Background: an optimization exercise with open tools, aiming at small area and a short achievable clock period. Do not read the settings as production practice.
At most, simulation tests tie the RTL to the original design; equivalence was not proved.
No driver is modelled on the clock port, so clocking that relies on it looks cheaper here than on a real chip.
Power figures rest on the tool's default switching activity, not on a simulated workload.

the reference run:
Design or_tree, start of the top module:
module or_tree (
    input  logic                    clk,
    input  logic                    rst_n,
    input  logic                    alloc_valid,
    input  or_tree_pkg::alloc_req_t alloc_req,
    input  logic                    free_valid,
    input  or_tree_pkg::free_req_t  free_req,
    output logic                    alloc_rsp_valid,
    output or_tree_pkg::alloc_rsp_t alloc_rsp,
    output logic                    free_rsp_valid,
    output or_tree_pkg::free_rsp_t  free_rsp,
    output logic                    at_update_valid,
    output or_tree_pkg::at_update_t at_update
);
For scale: roughly 1,400 cells after synthesis, ~620 flip-flops, ~67 I/O pins, ~23,000 sq um of cells after synthesis.
==> module tree_ram, before the edit <==
module tree_ram (
    input  logic                   clk,
    input  logic [3:0]             rd_hi,
    input  logic [15:0]            rd_lo,
    output logic [7:0]             rd_data,
    input  logic [7:0]             wr_hi,     
    input  logic [7:0]             wr_lo,     
    input  logic [7:0]             wr_data
);
    localparam int depth = 1 << 6;
    logic [7:0] mem [depth];
    logic [7:0] grp [8];
    always_ff @(posedge clk) begin
        for (int b = 0; b < depth; b++) begin
            if (wr_hi[b / 8] && wr_lo[b % 8]) begin
                mem[b] <= wr_data;
            end
        end
    end
    always_comb begin
        for (int i = 0; i < 8; i++) begin
            grp[i] = '0;
            for (int j = 0; j < 8; j++) begin
                grp[i] = grp[i] | (mem[8*i+j] & {8{rd_lo[8*(i/4)+j]}});
            end
        end
        rd_data = '0;
        for (int i = 0; i < 8; i++) begin
            rd_data = rd_data | (grp[i] & {8{rd_hi[i%4]}});
        end
    end
endmodule
==> module or_tree, before the edit <==
module or_tree (
    input  logic                    clk,
    input  logic                    rst_n,
    input  logic                    alloc_valid,
    input  or_tree_pkg::alloc_req_t alloc_req,
    input  logic                    free_valid,
    input  or_tree_pkg::free_req_t  free_req,
    output logic                    alloc_rsp_valid,
    output or_tree_pkg::alloc_rsp_t alloc_rsp,
    output logic                    free_rsp_valid,
    output or_tree_pkg::free_rsp_t  free_rsp,
    output logic                    at_update_valid,
    output or_tree_pkg::at_update_t at_update
);
    function automatic or_tree_pkg::level_bits_t level_full(logic [7:0] l);
        level_full = {|l,
                      (|l[3:0]) & (|l[7:4]),
                      (|l[1:0]) & (|l[3:2]) & (|l[5:4]) & (|l[7:6]),
                      &l};
    endfunction
    logic                    s1_alloc_valid;
    logic                    s1_free_valid;
    or_tree_pkg::req_id_t    s1_id;
    logic [3:0]              s1_hi;
    logic [15:0]             s1_lo;
    or_tree_pkg::req_size_e  s1_size;
    or_tree_pkg::page_ofs_t  s1_ofs;
    logic                    s2_alloc_valid;
    logic                    s2_free_valid;
    or_tree_pkg::req_id_t    s2_id;
    or_tree_pkg::tree_idx_t  s2_block;
    or_tree_pkg::req_size_e  s2_size;
    or_tree_pkg::page_ofs_t  s2_ofs;
    logic [7:0]              s2_leaves;
    logic [7:0]              rd_data;
    or_tree_pkg::page_ofs_t  pick_ofs;
    logic                    pick_fail;
    logic [7:0]              pick_take;
    logic [3:0]              s2_size_oh;
    or_tree_pkg::level_bits_t alloc_levels;
    or_tree_pkg::level_bits_t free_levels;
    logic                    chk_fail;
    logic [7:0]              chk_kept;
    logic [7:0]              new_leaves;
    or_tree_pkg::tree_idx_t  in_block;
    or_tree_pkg::tree_idx_t  s1_block;
    logic                    upd_ok;
    logic [7:0]              wr_hi;
    logic [7:0]              wr_lo;
    logic [7:0]              wr_data;
    always_ff @(posedge clk) begin
        s1_alloc_valid <= rst_n && alloc_valid;
        s1_free_valid  <= rst_n && free_valid;
        s2_alloc_valid <= rst_n && s1_alloc_valid;
        s2_free_valid  <= rst_n && s1_free_valid;
    end
    assign in_block = free_valid ? free_req.page[6+2:3] : alloc_req.block;
    always_comb begin
        s1_block = '0;
        for (int i = 0; i < 4; i++) begin
            if (s1_hi[i]) s1_block[4:3] = s1_block[4:3] | 2'(i);
        end
        for (int i = 0; i < 16; i++) begin
            if (s1_lo[i]) s1_block = s1_block | {1'(i / 8), 2'b00, 3'(i)};
        end
    end
    always_ff @(posedge clk) begin
        if (free_valid) begin
            s1_id    <= free_req.id;
            s1_size  <= free_req.size;
        end else begin
            s1_id    <= alloc_req.id;
            s1_size  <= alloc_req.size;
        end
        for (int i = 0; i < 4; i++) begin
            s1_hi[i] <= in_block[4:3] == 2'(i);
        end
        for (int i = 0; i < 16; i++) begin
            s1_lo[i] <= {in_block[5], in_block[2:0]} == 4'(i);
        end
        s1_ofs    <= free_req.page[2:0];
        s2_id     <= s1_id;
        s2_block  <= s1_block;
        s2_size   <= s1_size;
        s2_ofs    <= s1_ofs;
        s2_leaves <= rd_data;
    end
    tree_ram u_ram (
        .clk      (clk),
        .rd_hi    (s1_hi),
        .rd_lo    (s1_lo),
        .rd_data  (rd_data),
        .wr_hi    (wr_hi),
        .wr_lo    (wr_lo),
        .wr_data  (wr_data)
    );
    always_comb begin
        for (int k = 0; k < 4; k++) s2_size_oh[k] = s2_size == 2'(k);
    end
    alloc_pick u_pick (
        .size_oh    (s2_size_oh),
        .leaves     (s2_leaves),
        .offset     (pick_ofs),
        .fail       (pick_fail),
        .take       (pick_take)
    );
    free_check u_check (
        .size       (s2_size),
        .offset     (s2_ofs),
        .leaves     (s2_leaves),
        .fail       (chk_fail),
        .kept       (chk_kept)
    );
    assign new_leaves = s2_free_valid ? chk_kept : s2_leaves | pick_take;
    assign upd_ok     = s2_alloc_valid || (s2_free_valid && !chk_fail);
    always_comb begin
        alloc_levels    = level_full(s2_leaves | pick_take);
        alloc_levels[3] = 1'b1;
        free_levels     = level_full(chk_kept);
        free_levels[0]  = 1'b0;
    end
    always_ff @(posedge clk) begin
        alloc_rsp_valid <= rst_n && s2_alloc_valid;
        free_rsp_valid  <= rst_n && s2_free_valid;
        at_update_valid <= rst_n && upd_ok;
        for (int i = 0; i < 8; i++) begin
            wr_hi[i] <= !rst_n || (upd_ok && s2_block[5:3] == 3'(i));
            wr_lo[i] <= !rst_n || s2_block[2:0] == 3'(i);
        end
    end
    always_ff @(posedge clk) begin
        alloc_rsp.id     <= s2_id;
        alloc_rsp.page   <= pick_fail ? '0 : {s2_block, pick_ofs};
        alloc_rsp.fail   <= pick_fail;
        alloc_rsp.reason <= pick_fail ? or_tree_pkg::reason_no_space : or_tree_pkg::reason_none;
        free_rsp.id      <= s2_id;
        free_rsp.fail    <= chk_fail;
        free_rsp.reason  <= chk_fail ? or_tree_pkg::reason_not_allocated : or_tree_pkg::reason_none;
        at_update.row    <= s2_block[6-1 -: 3];
        at_update.col    <= s2_block[3-1:0];
        at_update.levels <= s2_free_valid ? free_levels : alloc_levels;
        wr_data          <= rst_n ? new_leaves : 8'h00;
    end
endmodule
Settings: LEC_CHECK=0, CAP_MARGIN=20, CORE_MARGIN=2, CORE_UTILIZATION=60, SETUP_SLACK_MARGIN=3, SLEW_MARGIN=20; clock period 5.0 ns.
standard.sh (not shown) runs the stock make flow with config.mk's settings and CLKGATE_MAP_FILE= SYNTH_SCRIPT=/design/flow/synth_recipe.tcl, a recipe that flattens the netlist after the stock synthesis.
==> flow/flow/run.sh <==
#!/bin/bash
set -euo pipefail
R=orfs/results/${FLOW_PLATFORM}/or_tree/base
export CTS_ARGS="-sink_clustering_enable -repair_clock_nets -sink_clustering_size 30 -sink_clustering_max_diameter 100 -buf_list sky130_fd_sc_hd__clkbuf_16"
bash standard.sh cts > log_standard_to_cts.txt 2>&1
IN_ODB=$R/4_cts.odb OUT_ODB=$R/4_cts.odb openroad -no_init -exit flow/fixclk.tcl > log_fixclk.txt 2>&1
bash standard.sh finish > log_standard_finish.txt 2>&1
==> flow/flow/fixclk.tcl <==
read_db $::env(IN_ODB)
set block [ord::get_db_block]
set port_net [[$block findBTerm clk] getNet]
set root ""
foreach it [$port_net getITerms] { set root [$it getInst] }
set rname [$root getName]
set out_net ""
foreach it [$root getITerms] { if {[$it isOutputSignal]} { set out_net [$it getNet] } }
set loads {}
foreach it [$out_net getITerms] { if {[$it getInst] != $root} { lappend loads $it } }
puts "root $rname ([[$root getMaster] getName]) drives [llength $loads] pins"
if {[llength $loads] > 4} { error "root drives too many pins" }
foreach it $loads { $it disconnect; $it connect $port_net }
odb::dbInst_destroy $root
odb::dbNet_destroy $out_net
write_db $::env(OUT_ODB)
[inputs] the trial run vs the reference run
--- a/flow/design.v
+++ b/flow/design.v
@@ -66,18 +66,29 @@
 module tree_ram (
     input  logic                   clk,
+    input  logic                   clr,
     input  logic [3:0]             rd_hi,
     input  logic [15:0]            rd_lo,
     output logic [7:0]             rd_data,
-    input  logic [7:0]             wr_hi,     
-    input  logic [7:0]             wr_lo,     
+    input  logic                   wr_en,
+    input  or_tree_pkg::tree_idx_t wr_block,
     input  logic [7:0]             wr_data
 );
     localparam int depth = 1 << 6;
     logic [7:0] mem [depth];
+    logic [7:0] hi_sel;
+    logic [7:0] lo_sel;
+    logic [7:0] wd;
     logic [7:0] grp [8];
+    always_comb begin
+        for (int i = 0; i < 8; i++) begin
+            hi_sel[i] = clr || (wr_en && wr_block[5:3] == 3'(i));
+            lo_sel[i] = clr || wr_block[2:0] == 3'(i);
+        end
+        wd = wr_data;    
+    end
     always_ff @(posedge clk) begin
         for (int b = 0; b < depth; b++) begin
-            if (wr_hi[b / 8] && wr_lo[b % 8]) begin
-                mem[b] <= wr_data;
+            if (hi_sel[b / 8] && lo_sel[b % 8]) begin
+                mem[b] <= wd;
             end
         end
@@ -210,7 +221,7 @@
     or_tree_pkg::tree_idx_t  in_block;
     or_tree_pkg::tree_idx_t  s1_block;
-    logic                    upd_ok;
-    logic [7:0]              wr_hi;
-    logic [7:0]              wr_lo;
+    logic                    clr;
+    logic                    wr_en;
+    or_tree_pkg::tree_idx_t  wr_block;
     logic [7:0]              wr_data;
     always_ff @(posedge clk) begin
@@ -219,4 +230,5 @@
         s2_alloc_valid <= rst_n && s1_alloc_valid;
         s2_free_valid  <= rst_n && s1_free_valid;
+        clr            <= !rst_n;
     end
     assign in_block = free_valid ? free_req.page[6+2:3] : alloc_req.block;
@@ -253,9 +265,10 @@
     tree_ram u_ram (
         .clk      (clk),
+        .clr      (clr),
         .rd_hi    (s1_hi),
         .rd_lo    (s1_lo),
         .rd_data  (rd_data),
-        .wr_hi    (wr_hi),
-        .wr_lo    (wr_lo),
+        .wr_en    (wr_en),
+        .wr_block (wr_block),
         .wr_data  (wr_data)
     );
@@ -278,5 +291,4 @@
     );
     assign new_leaves = s2_free_valid ? chk_kept : s2_leaves | pick_take;
-    assign upd_ok     = s2_alloc_valid || (s2_free_valid && !chk_fail);
     always_comb begin
         alloc_levels    = level_full(s2_leaves | pick_take);
@@ -288,9 +300,6 @@
         alloc_rsp_valid <= rst_n && s2_alloc_valid;
         free_rsp_valid  <= rst_n && s2_free_valid;
-        at_update_valid <= rst_n && upd_ok;
-        for (int i = 0; i < 8; i++) begin
-            wr_hi[i] <= !rst_n || (upd_ok && s2_block[5:3] == 3'(i));
-            wr_lo[i] <= !rst_n || s2_block[2:0] == 3'(i);
-        end
+        at_update_valid <= rst_n && (s2_alloc_valid || (s2_free_valid && !chk_fail));
+        wr_en           <= rst_n && (s2_alloc_valid || (s2_free_valid && !chk_fail));
     end
     always_ff @(posedge clk) begin
@@ -305,4 +314,5 @@
         at_update.col    <= s2_block[3-1:0];
         at_update.levels <= s2_free_valid ? free_levels : alloc_levels;
+        wr_block         <= s2_block;
         wr_data          <= rst_n ? new_leaves : 8'h00;
     end
## What came out
The trial run: no failed stages, no open violations at the end. Average cell area after synthesis (the trial run vs. the reference run) decreases slightly. When the trial run is measured against the reference run, its proportion of total power due to net switching turns out 0.61 points higher. Sequential cell count: the trial run < the reference run. Summary — actual transition at the worst max-transition pin, the trial run relative to the reference run: higher, by 0.11 ns. Between the trial run and the reference run, worst setup slack is higher for the reference run, the trial run comes in under that. Critical path depth in cells: the trial run vs the reference run down 5. Fraction of power consumed by sequential logic down 0.4 points in the trial run wrt the reference run. Die area on the trial run is down relative to the reference run. Taking the reference run as the reference, in the trial run layout net count went down by 18, xor and xnor area share after synthesis saw little to no change.
Function not checked in the trial run: the RTL went through the layout flow alone.


Another version of the RTL of or_tree (not shown whole).
Size in the first run: roughly 1,500 cells after synthesis, roughly 640 flip-flops, roughly 67 I/O pins.
clock: 5.0 ns
lec_check: 0
cap_margin: 20
core_margin: 2
core_utilization: 60
setup_slack_margin: 3
slew_margin: 20
==> flow/flow/run.sh <==
#!/bin/bash
# Layout flow: the standard layout (standard.sh), with these changes.
# 0. The port buffers that global placement inserts are buf_2 cells.
# 1. TritonCTS clusters up to 25 sinks per leaf buffer (clkbuf_16 only), so the tree has
#    fewer, fuller leaf buffers.
# 3. Timing repair may resize a cell to one of another footprint (MATCH_CELL_FOOTPRINT=0).
# Each tool's full output goes to a log file in this folder (ORFS's own logs are under orfs/logs).
set -euo pipefail
export BUFFER_PORTS_ARGS="-buffer_cell sky130_fd_sc_hd__buf_2"
export CTS_ARGS="-sink_clustering_enable -repair_clock_nets -sink_clustering_size 25 -sink_clustering_max_diameter 100 -buf_list sky130_fd_sc_hd__clkbuf_16"
export POST_CTS_TCL="$PWD/flow/post_cts.tcl"
bash standard.sh MATCH_CELL_FOOTPRINT=0 SKIP_CTS_REPAIR_TIMING=1 finish > log_standard.txt 2>&1
==> flow/flow/post_cts.tcl <==
# Sourced by ORFS's cts.tcl (POST_CTS_TCL) after clock tree synthesis, with the CTS-stage timing
# repair skipped there so that it runs here on the final clock tree.
# 2. Repair setup timing and legalise, as cts.tcl does.
set block [ord::get_db_block]
set port_net [[$block findBTerm clk] getNet]
set root ""
foreach it [$port_net getITerms] { set root [$it getInst] }
set rname [$root getName]
set out_net ""
foreach it [$root getITerms] { if {[$it isOutputSignal]} { set out_net [$it getNet] } }
set loads {}
foreach it [$out_net getITerms] { if {[$it getInst] != $root} { lappend loads $it } }
puts "post_cts: root $rname ([[$root getMaster] getName]) drives [llength $loads] pins"
if {[llength $loads] > 4} { error "root drives too many pins" }
foreach it $loads { $it disconnect; $it connect $port_net }
odb::dbInst_destroy $root
odb::dbNet_destroy $out_net

estimate_parasitics -placement
repair_timing_helper
set result [catch { detailed_placement } msg]
if { $result != 0 } { error "Detailed placement failed after CTS repair: $msg" }
check_placement -verbose
Change:
--- a/flow/design.v
+++ b/flow/design.v
@@ -62,48 +62,40 @@
             default: is_aligned = 1'b1;
         endcase
     endfunction
 endpackage
 `default_nettype wire
 `timescale 1ns/1ns
 `default_nettype none
 module tree_ram (
     input  logic                   clk,
-    input  logic [1:0]             rd_hi,
-    input  logic [31:0]            rd_lo,
+    input  logic [63:0]            rd_sel,
     output logic [7:0]             rd_data,
     input  logic                   clr,       
     input  logic [7:0]             wr_hi_n,   
     input  logic [7:0]             wr_lo_n,   
     input  logic [7:0]             wr_data
 );
     localparam int depth = 1 << 6;
     logic [7:0] mem [depth];
-    logic [7:0] grp [8];
     logic [7:0] wd;
     assign wd = clr ? 8'h00 : wr_data;
     always_ff @(posedge clk) begin
         for (int b = 0; b < depth; b++) begin
             if (!(wr_hi_n[b / 8] || wr_lo_n[b % 8])) begin
                 mem[b] <= wd;
             end
         end
     end
     always_comb begin
-        for (int i = 0; i < 8; i++) begin
-            grp[i] = '0;
-            for (int j = 0; j < 8; j++) begin
-                grp[i] = grp[i] | (mem[8*i+j] & {8{rd_lo[8*(i/2)+j]}});
-            end
-        end
         rd_data = '0;
-        for (int i = 0; i < 8; i++) begin
-            rd_data = rd_data | (grp[i] & {8{rd_hi[i%2]}});
+        for (int b = 0; b < depth; b++) begin
+            rd_data = rd_data | (mem[b] & {8{rd_sel[b]}});
         end
     end
 endmodule
 `default_nettype wire
 `timescale 1ns/1ns
 `default_nettype none
 module alloc_pick (
     input  logic [3:0]             size_oh,    
     input  logic [7:0]             leaves,
@@ -191,20 +183,19 @@
     function automatic or_tree_pkg::level_bits_t level_full(logic [7:0] l);
         level_full = {|l,
                       (|l[3:0]) & (|l[7:4]),
                       (|l[1:0]) & (|l[3:2]) & (|l[5:4]) & (|l[7:6]),
                       &l};
     endfunction
     logic                    s1_alloc_valid;
     logic                    s1_free_valid;
     or_tree_pkg::req_id_t    s1_id;
-    logic [1:0]              s1_hi;
-    logic [31:0]             s1_lo;
+    logic [63:0]             s1_sel;
     or_tree_pkg::req_size_e  s1_size;
     or_tree_pkg::page_ofs_t  s1_ofs;
     logic                    s2_alloc_valid;
     logic                    s2_free_valid;
     or_tree_pkg::req_id_t    s2_id;
     or_tree_pkg::tree_idx_t  s2_block;
     or_tree_pkg::page_ofs_t  s2_ofs;
     logic [7:0]              s2_leaves;
     logic [7:0]              rd_data;
@@ -225,49 +216,40 @@
     logic [7:0]              wr_lo_n;
     logic [7:0]              wr_data;
     always_ff @(posedge clk) begin
         s1_alloc_valid <= rst_n && alloc_valid;
         s1_free_valid  <= rst_n && free_valid;
         s2_alloc_valid <= rst_n && s1_alloc_valid;
         s2_free_valid  <= rst_n && s1_free_valid;
     end
     assign in_block = free_valid ? free_req.page[6+2:3] : alloc_req.block;
-    always_comb begin
-        s1_block = '0;
-        s1_block[3] = s1_hi[1];
-        for (int i = 0; i < 32; i++) begin
-            if (s1_lo[i]) s1_block = s1_block | {2'(i / 8), 1'b0, 3'(i)};
-        end
-    end
     always_ff @(posedge clk) begin
         if (free_valid) begin
             s1_id    <= free_req.id;
             s1_size  <= free_req.size;
         end else begin
             s1_id    <= alloc_req.id;
             s1_size  <= alloc_req.size;
         end
-        s1_hi[0] <= !in_block[3];
-        s1_hi[1] <= in_block[3];
-        for (int i = 0; i < 32; i++) begin
-            s1_lo[i] <= {in_block[5:4], in_block[2:0]} == 5'(i);
+        s1_block <= in_block;
+        for (int b = 0; b < 64; b++) begin
+            s1_sel[b] <= in_block == 6'(b);
         end
         s1_ofs    <= free_req.page[2:0];
         s2_id     <= s1_id;
         s2_block  <= s1_block;
         for (int k = 0; k < 4; k++) s2_size_oh[k] <= s1_size == 2'(k);
         s2_ofs    <= s1_ofs;
         s2_leaves <= rd_data;
     end
     tree_ram u_ram (
         .clk      (clk),
-        .rd_hi    (s1_hi),
-        .rd_lo    (s1_lo),
+        .rd_sel   (s1_sel),
         .rd_data  (rd_data),
         .clr      (clr),
         .wr_hi_n  (wr_hi_n),
         .wr_lo_n  (wr_lo_n),
         .wr_data  (wr_data)
     );
     alloc_pick u_pick (
         .size_oh    (s2_size_oh),
         .leaves     (s2_leaves),
Cell count rose by about 1.5%.
Final area rose by about 5%.
Area after synthesis rose by 3.3%.
Wire length rose by 13%.
Power rose by about 3.5%.
Worst setup slack got worse by 0.080 ns.
Synthesized cell count rose by 0.95%.
Clock skew stays flat.
Die area rose by about 3.2%.
Sequential cell count rose by 36.
Via count rose by about 4.3%.
No functional check of the RTL was part of the second run of this note.

## port drivers added, routing unchanged
No port has a modelled driver above. Below, the same layouts with a new extraction and two added sets of constraints. Step 1 sets driving cells, clkbuf_16 on the clock port and buf_2 on the other inputs (assumed; they add their load-dependent delay and slew). Step 2, shift: input delay + t, output delay - t, t = (earliest + latest rising clock arrival at the registers) / 2. This alone moves slack from input paths to output paths. Three values: no drivers, after step 1, after step 2; two values: the first two.
run	shift t [ns]	slack for setup (ns)	worst hold slack (ns)	worst setup path after step 2	cell pins on the clock port's net
the reference run	0.512	2.892 / 2.892 / 2.569	0.331 / 0.331 / 0.331	input to register	2
the trial run	0.503	2.789 / 2.789 / 2.696	0.333 / 0.333 / 0.333	input to register	2
the first run of note 2	0.548	2.976 / 2.976 / 2.556	0.330 / 0.330 / 0.330	input to register	2
the second run of note 2	0.540	2.896 / 2.896 / 2.669	0.329 / 0.329 / 0.329	input to register	2
After both steps every run listed still meets setup and hold. For the first run of note 2, which loses most, drivers alone change the setup slack by 0.000 ns; drivers and shift together by -0.420 ns.
